This design comes from an exercise in tuning for small area and a short achievable clock period on the open sky130 flow, not from production work. The RTL was checked by simulation tests, not by an equivalence proof against the original design.

==> flow/design.v, too long to show whole: its modules and the start of the top module <==
// module mul_pipe_unit: 1133 lines
module mul_pipe_unit #(
   parameter int WIDTH   = 32,
   parameter int LATENCY = 4
) (
   input  logic               clk,
   input  logic               rst,
   input  logic               start,
   input  logic               is_signed,
   input  logic [WIDTH-1:0]   a,
   input  logic [WIDTH-1:0]   b,
   input  logic               flush,
   output logic               busy,
   output logic               done,
   output logic [2*WIDTH-1:0] result,
   output logic [1:0]         dbg_state
);
  // ...
==> flow/flow/run.sh <==
#!/bin/bash
# Own layout flow: the standard flow, with these changes.
#  1. After the standard synthesis, flow/faflip.py re-chooses the polarity of each full-adder cell
#     (FA(~a,~b,~c) = ~FA(a,b,c)) so that most of the inverters Yosys's extract_fa leaves between
#     adders go away. Registers and all other cells are untouched.
#  2. Ports are buffered with sky130_fd_sc_hd__buf_1 instead of the flow's default pick.
#  3. Up to CTS, repair_timing aims 6.6 ns beyond the clock period on the worst path only (no TNS
#     repair); routing and the steps after it run with the standard margin.
# Each step's output goes to a log file of its own here; ORFS's own logs are under orfs/logs.
set -euo pipefail
R=orfs/results/sky130hd/mul_pipe_unit/base
PORTS="BUFFER_PORTS_ARGS=-buffer_cell sky130_fd_sc_hd__buf_1"
bash standard.sh synth > log_synth.txt 2>&1
python3 flow/faflip.py $R/1_2_yosys.v $R/1_2_yosys.faflip.v > log_faflip.txt 2>&1
cp $R/1_2_yosys.v $R/1_2_yosys.orig.v
mv $R/1_2_yosys.faflip.v $R/1_2_yosys.v
rm -f $R/1_synth.odb
touch $R/1_2_yosys.v
bash standard.sh "$PORTS" SETUP_SLACK_MARGIN=6.6 TNS_END_PERCENT=0 cts > log_cts.txt 2>&1
bash standard.sh "$PORTS" finish > log_finish.txt 2>&1
==> flow/flow/faflip.py <==
#!/usr/bin/env python3
"""Re-choose the polarity of full-adder cells in a Yosys netlist to drop inverters.

A full adder with all three inputs inverted gives both outputs inverted:
FA(~a,~b,~c) = (~sum, ~cout). Yosys's extract_fa often picks the inverted form, which leaves an
inv_1 between most pairs of adders. This pass looks through inv_1 cells, picks for each fa cell
whether to flip it so that the fewest inverters remain, and writes the netlist back with one
inverter per signal that some pin still needs in the other polarity. Flip-flops, ports and all
other cells are left as they are.

usage: faflip.py IN.v OUT.v
"""
import re
import sys

INV = "sky130_fd_sc_hd__inv_1"
FA_PREFIX = "sky130_fd_sc_hd__fa_"
OUT_PINS = {"X", "Y", "Q", "Q_N", "SUM", "COUT", "HI", "LO"}

src = open(sys.argv[1]).read()
m = re.search(r"^(module\s.*?;\n)(.*?)^endmodule", src, re.S | re.M)
head, body = m.group(1), m.group(2)
pre, post = src[: m.start()], src[m.end():]

# split body into declarations, cells and assigns
cell_re = re.compile(r"^\s*(sky130_fd_sc_hd__\w+)\s+(\S+)\s*\((.*?)\);\s*$", re.S | re.M)
decl_lines = []
cells = []
assigns = []
pos = 0
for cm in cell_re.finditer(body):
    chunk = body[pos:cm.start()]
    for ln in chunk.splitlines():
        if ln.strip().startswith("assign"):
            assigns.append(ln)
        elif ln.strip():
            decl_lines.append(ln)
    pins = [(p, s.strip()) for p, s in re.findall(r"\.(\w+)\(([^()]*)\)", cm.group(3))]
    cells.append([cm.group(1), cm.group(2), pins])
    pos = cm.end()
for ln in body[pos:].splitlines():
    if ln.strip().startswith("assign"):
        assigns.append(ln)
    elif ln.strip():
        decl_lines.append(ln)

ports = set()
for ln in head.split("(", 1)[1].split(")")[0].split(","):
    ports.add(ln.strip())


def base_name(net):
    n = net.strip()
    if n.startswith("\\"):
        n = n.split()[0]
    return re.sub(r"\[\d+\]$", "", n.lstrip("\\"))


assign_nets = set()
for a in assigns:
    for tok in re.findall(r"\\\S+|[A-Za-z_][\w$]*(?:\s*\[\d+\])?", a):
        assign_nets.add(base_name(tok))

fixed_net = lambda n: base_name(n) in ports or base_name(n) in assign_nets

# inverters we may absorb: inv_1 whose output is an internal net
inv_of = {}     # output net -> input net
inv_cells = set()
for i, (t, n, pins) in enumerate(cells):
    if t == INV:
        d = dict(pins)
        if not fixed_net(d["Y"]):
            inv_of[d["Y"]] = d["A"]
            inv_cells.add(i)


def resolve(net):
    """(base net, polarity) of a net, looking through absorbable inverters."""
    q = 0
    seen = 0
    while net in inv_of and seen < 8:
        net = inv_of[net]
        q ^= 1
        seen += 1
    return net, q


# drivers of base nets
driver = {}
for i, (t, n, pins) in enumerate(cells):
    if i in inv_cells:
        continue
    for p, s in pins:
        if p in OUT_PINS:
            driver[s] = (i, p)

fa_idx = [i for i, c in enumerate(cells) if c[0].startswith(FA_PREFIX)]
# an fa may flip only if none of its output nets is a port or used by an assign
can_flip = {}
for i in fa_idx:
    d = dict(cells[i][2])
    can_flip[i] = not any(fixed_net(d[p]) for p in ("SUM", "COUT") if p in d)

flip = {i: 0 for i in fa_idx}

# consumer pins: (cell index, pin, base, q0)
uses = {}
for i, (t, n, pins) in enumerate(cells):
    if i in inv_cells:
        continue
    for p, s in pins:
        if p in OUT_PINS:
            continue
        b, q = resolve(s)
        uses.setdefault(b, []).append((i, p, q))
# nets used by assigns or ports (outputs) need their own polarity
for b in list(inv_of.keys()):
    pass


def phys_pol(b):
    dv = driver.get(b)
    if dv and dv[0] in flip:
        return flip[dv[0]]
    return 0


def need(b):
    """(needs true copy, needs inverted copy) relative to the physical net of b."""
    pp = phys_pol(b)
    t = f = False
    for (i, p, q) in uses.get(b, []):
        want = q ^ (flip[i] if i in flip else 0)
        if want == pp:
            t = True
        else:
            f = True
    return t, f


def cost_of(b):
    t, f = need(b)
    return 1 if f else 0


def local_nets(i):
    d = dict(cells[i][2])
    nets = set()
    for p in ("A", "B", "CIN"):
        nets.add(resolve(d[p])[0])
    for p in ("SUM", "COUT"):
        if p in d:
            nets.add(d[p])
    return nets


total0 = sum(cost_of(b) for b in set(uses))
improved = True
rounds = 0
while improved and rounds < 20:
    improved = False
    rounds += 1
    for i in fa_idx:
        if not can_flip[i]:
            continue
        nets = local_nets(i)
        before = sum(cost_of(b) for b in nets)
        flip[i] ^= 1
        after = sum(cost_of(b) for b in nets)
        if after < before:
            improved = True
        else:
            flip[i] ^= 1
total1 = sum(cost_of(b) for b in set(uses))
sys.stderr.write(f"faflip: {len(inv_cells)} absorbable inverters, signals needing an inverter "
                 f"{total0} -> {total1}, flipped {sum(flip.values())} of {len(fa_idx)} adders\n")

# rebuild
new_decl = []
counter = [0]


def fresh(prefix):
    counter[0] += 1
    name = f"_faflip_{prefix}{counter[0]}_"
    new_decl.append(f"  wire {name};")
    return name


inv_net = {}   # base -> net carrying the complement of its physical net
phys_net = {}  # base -> physical net name (renamed when the driver flips)
for b in set(uses) | set(driver):
    phys_net[b] = b
for i in fa_idx:
    if flip[i]:
        d = dict(cells[i][2])
        for p in ("SUM", "COUT"):
            if p in d:
                phys_net[d[p]] = fresh("p")

new_cells = []
for b in sorted(set(uses)):
    t, f = need(b)
    if f:
        nm = fresh("n")
        inv_net[b] = nm
        new_cells.append((INV, f"_faflip_inv{counter[0]}_", [("A", phys_net[b]), ("Y", nm)]))

out_cells = []
for i, (t, n, pins) in enumerate(cells):
    if i in inv_cells:
        continue
    newpins = []
    for p, s in pins:
        if p in OUT_PINS:
            newpins.append((p, phys_net.get(s, s)))
            continue
        b, q = resolve(s)
        want = q ^ (flip[i] if i in flip else 0)
        if want == phys_pol(b):
            newpins.append((p, phys_net[b]))
        else:
            newpins.append((p, inv_net[b]))
    out_cells.append((t, n, newpins))
out_cells.extend(new_cells)

# a flipped adder's old output net may still be a consumer-free name: if some pin wanted the
# true value of a flipped signal it now reads the inverter, so the old name is simply unused.
lines = [head]
lines.extend(decl_lines)
lines.extend(new_decl)
for t, n, pins in out_cells:
    pl = ",\n".join(f"    .{p}({s}{' ' if s.startswith(chr(92)) else ''})" for p, s in pins)
    lines.append(f"  {t} {n} (\n{pl}\n  );")
lines.extend(assigns)
open(sys.argv[2], "w").write(pre + "\n".join(lines) + "\nendmodule" + post)
==> flow/standard.sh <==
#!/bin/bash
# synth_recipe.tcl (not shown) runs the flow's synth.tcl, then flattens the netlist and writes it again
# the make line also repeats each setting of config.mk as NAME=value (left out here)
make -C /OpenROAD-flow-scripts/flow DESIGN_CONFIG=/design/flow/config.mk WORK_HOME=/design/flow/orfs CLKGATE_MAP_FILE= SYNTH_SCRIPT=/design/flow/synth_recipe.tcl "${@:-finish}"
==> flow/config.mk <==
export PLATFORM = sky130hd
export DESIGN_NAME = mul_pipe_unit
export DESIGN_NICKNAME = mul_pipe_unit
export VERILOG_FILES = /design/flow/design.v
export SDC_FILE = /design/flow/constraint.sdc
export NUM_CORES = 4
export LEC_CHECK = 0
export CAP_MARGIN = 20
export CORE_MARGIN = 2
export CORE_UTILIZATION = 55
export SLEW_MARGIN = 20
==> flow/constraint.sdc <==
create_clock -name core_clock -period 11.0 [get_ports {clk}]
set_input_delay 2.2000 -clock core_clock [delete_from_list [all_inputs] [get_ports {clk}]]
set_output_delay 2.2000 -clock core_clock [all_outputs]
set_load 0.01 [all_outputs]
==> summary.md, run 1 <==
| Metric | Value |
|---|---|
| Status | `no timing/DRC/antenna violations` |
| Commonest non-fill, non-tap cells in the layout | `a22oi_1, xnor2_1, fa_1` |
| FF+latch area | `about 4300 um^2` |
| Worst setup SP type | `register` |
| Via density | `5.82` |
| Worst Path Max Fanout | `4` |
| Max reg flops | `64` |
| Top reg by flops | `result_r` |
| # DRC | `0` |
| Cells after synthesis | `between 1500 and 2000` |
| RSZ-0062 raised after global routing | `false` |
| Clock Root Buffer | `clkbuf_16` |
| Final hold vios | `0` |
| Vias post-DR | `approximately 12000` |
| Initial DRC Count | `1164` |
| Initial Utilization | `0.559` |
| Mapped Area | `16600 um^2` |
| Top sig layer | `met4` |
| TNS Setup | `0 ns` |
| Hold Crit Start | `bl[8]` |
| Syn_area_per_cell | `between 9 and 10 um^2` |
| IO Port Bufs | `135` |
| Crit path DAT | `about 2.5 ns` |
| Sequential cell count | `between 150 and 200` |
| Final worst path period need | `around 4.7 ns` |
| Crit path cell chain | `ha_1, ha_1, a311oi_4, o41ai_4, a21oi_2, o21ai_2, nand2_1, xnor2_1, buf_1` |
==> inputs of run 2 (changes only) <==
--- a/flow/design.v
+++ b/flow/design.v
@@ -26,16 +26,17 @@
    logic [12:0]       nb;       
    logic [32:0]       acc;      
    logic [44:0]       sum;
    logic [44:0]       rx, ry;
    logic [10:0]        dn;       
    logic [10:0]        dc;       
    logic [10:0]        rc;       
    logic [39:0]       rhi;      
+   logic [8:0]        pn, pf;   
    wire s1;
    wire c2;
    wire s3;
    wire c4;
    wire s5;
    wire c6;
    wire s7;
    wire c8;
@@ -1097,16 +1098,17 @@
             end
          end else if (flush) begin
             busy_r <= 1'b0;
          end else if (ph == 2'd2) begin
             busy_r   <= 1'b0;
             done_r   <= 1'b1;
             result_r <= {sum[39:0], bl};
             rc       <= dn;
+            pf       <= pn;
          end else begin
             ph <= ph + 2'd1;
          end
       end
    end
    always_ff @(posedge clk) begin
       if (!busy_r) begin
          a_r <= {is_signed & a[31], a};
@@ -1122,12 +1124,101 @@
          dc  <= dn;
       end
       sel_neg <= nx_neg;
       sel_one <= nx_one;
       sel_two <= nx_two;
    end
    assign busy      = busy_r;
    assign done      = done_r;
-   assign rhi       = result_r[63:24] + ((40'(rc[0]) << 12) | (40'(rc[1]) << 15) | (40'(rc[2]) << 18) | (40'(rc[3]) << 21) | (40'(rc[4]) << 24) | (40'(rc[5]) << 27) | (40'(rc[6]) << 30) | (40'(rc[7]) << 33) | (40'(rc[8]) << 36) | (40'(rc[9]) << 39));
+   assign pn[0] = &(rx[14:12] ^ ry[14:12]);
+   assign pn[1] = &(rx[17:15] ^ ry[17:15]);
+   assign pn[2] = &(rx[20:18] ^ ry[20:18]);
+   assign pn[3] = &(rx[23:21] ^ ry[23:21]);
+   assign pn[4] = &(rx[26:24] ^ ry[26:24]);
+   assign pn[5] = &(rx[29:27] ^ ry[29:27]);
+   assign pn[6] = &(rx[32:30] ^ ry[32:30]);
+   assign pn[7] = &(rx[35:33] ^ ry[35:33]);
+   assign pn[8] = &(rx[38:36] ^ ry[38:36]);
+   wire bg1_1 = (rc[1] & pf[1]) | (pf[1] & (rc[0] & pf[0]));
+   wire bp1_1 = pf[1] & pf[0];
+   wire bg1_2 = (rc[2] & pf[2]) | (pf[2] & (rc[1] & pf[1]));
+   wire bp1_2 = pf[2] & pf[1];
+   wire bg1_3 = (rc[3] & pf[3]) | (pf[3] & (rc[2] & pf[2]));
+   wire bp1_3 = pf[3] & pf[2];
+   wire bg1_4 = (rc[4] & pf[4]) | (pf[4] & (rc[3] & pf[3]));
+   wire bp1_4 = pf[4] & pf[3];
+   wire bg1_5 = (rc[5] & pf[5]) | (pf[5] & (rc[4] & pf[4]));
+   wire bp1_5 = pf[5] & pf[4];
+   wire bg1_6 = (rc[6] & pf[6]) | (pf[6] & (rc[5] & pf[5]));
+   wire bp1_6 = pf[6] & pf[5];
+   wire bg1_7 = (rc[7] & pf[7]) | (pf[7] & (rc[6] & pf[6]));
+   wire bp1_7 = pf[7] & pf[6];
+   wire bg1_8 = (rc[8] & pf[8]) | (pf[8] & (rc[7] & pf[7]));
+   wire bp1_8 = pf[8] & pf[7];
+   wire bg2_2 = bg1_2 | (bp1_2 & (rc[0] & pf[0]));
+   wire bp2_2 = bp1_2 & pf[0];
+   wire bg2_3 = bg1_3 | (bp1_3 & bg1_1);
+   wire bp2_3 = bp1_3 & bp1_1;
+   wire bg2_4 = bg1_4 | (bp1_4 & bg1_2);
+   wire bp2_4 = bp1_4 & bp1_2;
+   wire bg2_5 = bg1_5 | (bp1_5 & bg1_3);
+   wire bp2_5 = bp1_5 & bp1_3;
+   wire bg2_6 = bg1_6 | (bp1_6 & bg1_4);
+   wire bp2_6 = bp1_6 & bp1_4;
+   wire bg2_7 = bg1_7 | (bp1_7 & bg1_5);
+   wire bp2_7 = bp1_7 & bp1_5;
+   wire bg2_8 = bg1_8 | (bp1_8 & bg1_6);
+   wire bp2_8 = bp1_8 & bp1_6;
+   wire bg3_4 = bg2_4 | (bp2_4 & (rc[0] & pf[0]));
+   wire bp3_4 = bp2_4 & pf[0];
+   wire bg3_5 = bg2_5 | (bp2_5 & bg1_1);
+   wire bp3_5 = bp2_5 & bp1_1;
+   wire bg3_6 = bg2_6 | (bp2_6 & bg2_2);
+   wire bp3_6 = bp2_6 & bp2_2;
+   wire bg3_7 = bg2_7 | (bp2_7 & bg2_3);
+   wire bp3_7 = bp2_7 & bp2_3;
+   wire bg3_8 = bg2_8 | (bp2_8 & bg2_4);
+   wire bp3_8 = bp2_8 & bp2_4;
+   wire bg4_8 = bg3_8 | (bp3_8 & (rc[0] & pf[0]));
+   wire bp4_8 = bp3_8 & pf[0];
+   wire bc0 = rc[0];
+   assign rhi[12] = result_r[36] ^ (bc0);
+   assign rhi[13] = result_r[37] ^ (bc0 & result_r[36]);
+   assign rhi[14] = result_r[38] ^ (bc0 & result_r[36] & result_r[37]);
+   wire bc1 = (rc[1] | (rc[0] & pf[0]));
+   assign rhi[15] = result_r[39] ^ (bc1);
+   assign rhi[16] = result_r[40] ^ (bc1 & result_r[39]);
+   assign rhi[17] = result_r[41] ^ (bc1 & result_r[39] & result_r[40]);
+   wire bc2 = (rc[2] | bg1_1);
+   assign rhi[18] = result_r[42] ^ (bc2);
+   assign rhi[19] = result_r[43] ^ (bc2 & result_r[42]);
+   assign rhi[20] = result_r[44] ^ (bc2 & result_r[42] & result_r[43]);
+   wire bc3 = (rc[3] | bg2_2);
+   assign rhi[21] = result_r[45] ^ (bc3);
+   assign rhi[22] = result_r[46] ^ (bc3 & result_r[45]);
+   assign rhi[23] = result_r[47] ^ (bc3 & result_r[45] & result_r[46]);
+   wire bc4 = (rc[4] | bg2_3);
+   assign rhi[24] = result_r[48] ^ (bc4);
+   assign rhi[25] = result_r[49] ^ (bc4 & result_r[48]);
+   assign rhi[26] = result_r[50] ^ (bc4 & result_r[48] & result_r[49]);
+   wire bc5 = (rc[5] | bg3_4);
+   assign rhi[27] = result_r[51] ^ (bc5);
+   assign rhi[28] = result_r[52] ^ (bc5 & result_r[51]);
+   assign rhi[29] = result_r[53] ^ (bc5 & result_r[51] & result_r[52]);
+   wire bc6 = (rc[6] | bg3_5);
+   assign rhi[30] = result_r[54] ^ (bc6);
+   assign rhi[31] = result_r[55] ^ (bc6 & result_r[54]);
+   assign rhi[32] = result_r[56] ^ (bc6 & result_r[54] & result_r[55]);
+   wire bc7 = (rc[7] | bg3_6);
+   assign rhi[33] = result_r[57] ^ (bc7);
+   assign rhi[34] = result_r[58] ^ (bc7 & result_r[57]);
+   assign rhi[35] = result_r[59] ^ (bc7 & result_r[57] & result_r[58]);
+   wire bc8 = (rc[8] | bg3_7);
+   assign rhi[36] = result_r[60] ^ (bc8);
+   assign rhi[37] = result_r[61] ^ (bc8 & result_r[60]);
+   assign rhi[38] = result_r[62] ^ (bc8 & result_r[60] & result_r[61]);
+   wire bc9 = (rc[9] | bg4_8);
+   assign rhi[39] = result_r[63] ^ (bc9);
+   assign rhi[11:0] = result_r[35:24];
    assign result    = {rhi, result_r[23:0]};
    assign dbg_state = {1'b0, busy_r};
 endmodule
==> run 2 against run 1 <==
Effect of this change: area after synthesis up 2.2%; via count down 0.48%; worst hold slack better by 0.0038 ns; final area up 3.2%; count of clock-buffer cells in the layout up 12; clock skew down 0.00066 ns; non-clock buffer count up 8; critical path depth unchanged; routed wire length down 0.18%; highest routed layer is now met5.
==> summary.md, run 2 <==
| Metric | Value |
|---|---|
| Top reg by flops | `result_r` |
| Largest regs | `result_r x64, a_r x33, acc x33` |
| Die W | `between 150 and 200 um` |
| Worst-skew pair later-pin latency | `roughly 0.54 ns` |
| Vias post-DR | `12200 (-0.48%)` |
| Crit share post-route | `0.416` |
| Setup violations, final | `0` |
| Routability cong. | `roughly 0.87` |
| Max Cap Violations | `0` |
| Cell mode on critical path | `a21o_1` |
| Vias in the first global route | `between 10000 and 15000` |
| Crit-path max cell delay | `0.39 ns` |
| RSZ-0062 raised after global routing | `false` |
| Worst setup EP type | `output pin` |
| Status | `no timing/DRC/antenna violations` |
| Finished Layout Cells | `between 2000 and 2500` |
| Required @ worst endpoint | `approximately 8.8 ns` |
| Critical-path top delay cell | `edfxtp_1` |
| Crit path cell chain | `a21o_1, a21oi_2, nand2_2, a21o_1, a21o_1, ha_1, ha_2, xor2_1, buf_2` |
| Worst setup SP type | `register` |
| Drt total wl | `about 46000 um` |
| TritonRoute pass-1 iters | `6` |
| Crit Path Class | `reg -> out` |
| Slew Viols, Final | `0` |
| Hold WC Path Type | `reg -> reg` |
| Dpl cells | `~2100` |
| Sinks on Clock Net | `just over 200` |
| TNS Setup | `0 ns (unchanged)` |
| Post-Route Skew | `roughly 0.023 ns` |
| Commonest non-fill, non-tap cells in the layout | `a22oi_1, fa_1, dfxtp_1` |
| Rel. slew slack | `0.296` |
| IO Port Bufs | `135 (unchanged)` |
| Max reg flops | `64 (unchanged)` |
| Post-route design area | `approximately 18000 um^2` |
| Placement-stage cell area | `between 15000 and 20000 um^2` |
| Area grow syn2layout | `7.31%` |
| Cells after synthesis | `1686 (-1.0%)` |
| Syn Nets | `approximately 2000` |
| Via density | `5.77 (-0.95%)` |
| Initial DRC Count | `1069 (-8.2%)` |
| Synth Warn # | `1` |
| Row count | `64` |
| Largest net degree at the start of global routing | `a little under 70` |
| Final hold vios | `0 (unchanged)` |
| # DRC | `0 (unchanged)` |
| Htree depth | `1` |
| Final worst path period need | `4.58 ns (-0.103 ns)` |
| GRT Util Overall | `0.285` |
| Antenna violations before repair | `1` |
| Maximum buffer depth of the clock tree | `3` |
| Mapped Area | `16900 um^2 (+2.2%)` |
| Initial Utilization | `0.556 (-0.00276)` |
| CTS tree | `done` |
| Layout Nets | `2039` |
| Syn_area_per_cell | `10.0 um^2 (+3.2%)` |
| Worst Path Max Fanout | `3 (-1)` |
| Worst-margin pin slew | `1.05 ns` |
| Fill cell count | `~2700` |
| Crit path DAT | `2.38 ns (-0.10 ns)` |
| DIE AREA | `between 30000 and 40000 um^2` |
| Core Region | `between 30000 and 40000 um^2` |
| Most common cell after layout, fill and taps aside | `a22oi_1` |
| Detail Route Antenna Nets | `0` |
| GR Overflow Total | `0` |
| DP HPWL | `between 30000 and 40000 um` |
| F_max | `about 220 MHz` |
| Layout cells sized above 1 | `0.0704` |
| Die Ht | `around 180 um` |
| Final design utilization | `0.597` |
| WL/cell | `21.6 um` |
| First-pass GRT wire length | `72100 um` |
| CTS buffer count | `24` |
| Clk slew on worst S/H paths | `0.06 ns` |
| Clock Root Buffer | `clkbuf_16` |
| Number of top-level pins | `about 140` |
run 2: final cells by class:
class,count,area (um^2),share of cell area
sequential,206,4560,0.251
timing repair buffer,168,761,0.0419
clock buffer,29,619,0.0341
multi-input combinational,1147,11000,0.605
clock inverter,15,165,0.00910
tap,396,495,0.0273
inverter,153,578,0.0318
antenna,1,2.50,0.000138
run 2: path summary, 6_finish.rpt:
kind / from / end / slack [ns] / cells past startpoint
worst min-delay path: result_r[54] / result_r[54] / 0.46 / 2
worst max-delay path: pf[2] / result[56] / 6.42 / 9
worst max register to register: sel_one[4] / result_r[35] / 6.47 / 13
worst min register to register: result_r[54] / result_r[54] / 0.46 / 2
run 2: timing repair:
| item | 4_1_cts | 5_1_grt |
|---|---|---|
| resized for setup | 16 | 0 |
| setup buffers | 9 | 0 |
| endpoints found under the setup margin | 90 | 0 |
| hold buffers | 0 | 0 |
run 2: per-layer routing:
metal / vias up / GRT usage / part of all wire
li1: 5605 / - / -
met1: 6038 / 0.438 / 0.47
met2: 498 / 0.413 / 0.43
met3: 58 / 0.0600 / 0.086
met4: 2 / 0.0605 / 0.019
met5: - / 0 / 0.00029
run 2: per-stage QoR:
stage	hold WS (ns)	worst slack [ns]
global placement	0.442	6.05
floorplan	0.437	6.86
finish	0.459	6.42
CTS	0.463	6.41
detailed placement	0.453	6.00
global route	0.482	6.27
run 2: critical path: cells and delay by family (launching register included):
| kind | cells | cell delay (ns) |
|---|---|---|
| DFF | 1 | 0.39 |
| adders and majority gates | 2 | 0.35 |
| and+or+nand+nor | 1 | 0.09 |
| buffers and inverters | 1 | 0.14 |
| AOI/OAI and AO/OA | 4 | 0.75 |
| xor gates and xnor gates | 1 | 0.13 |

## afterwards: timing with drivers on the ports
No port has a modelled driver above. Below, the same layouts with a new extraction and two added sets of constraints.
Step 1, drivers: a clkbuf_16 drives clk and a buf_2 each remaining input, both assumed.
Step 2 moves the port delays by t, midway between the first and last clock arrival at a register: inputs arrive t later, outputs are due t later. That takes back most of the time a late clock gives input paths.
Slacks: ideal ports / drivers / drivers and shift; pairs: ideal ports / drivers.
run	shift t [ns]	setup WS [ns]	worst setup path at the end
run 1	0.517	6.319 / 6.268 / 6.388	register to register
run 2	0.585	6.421 / 6.370 / 6.471	register to register
After both steps every run listed still meets setup and hold.
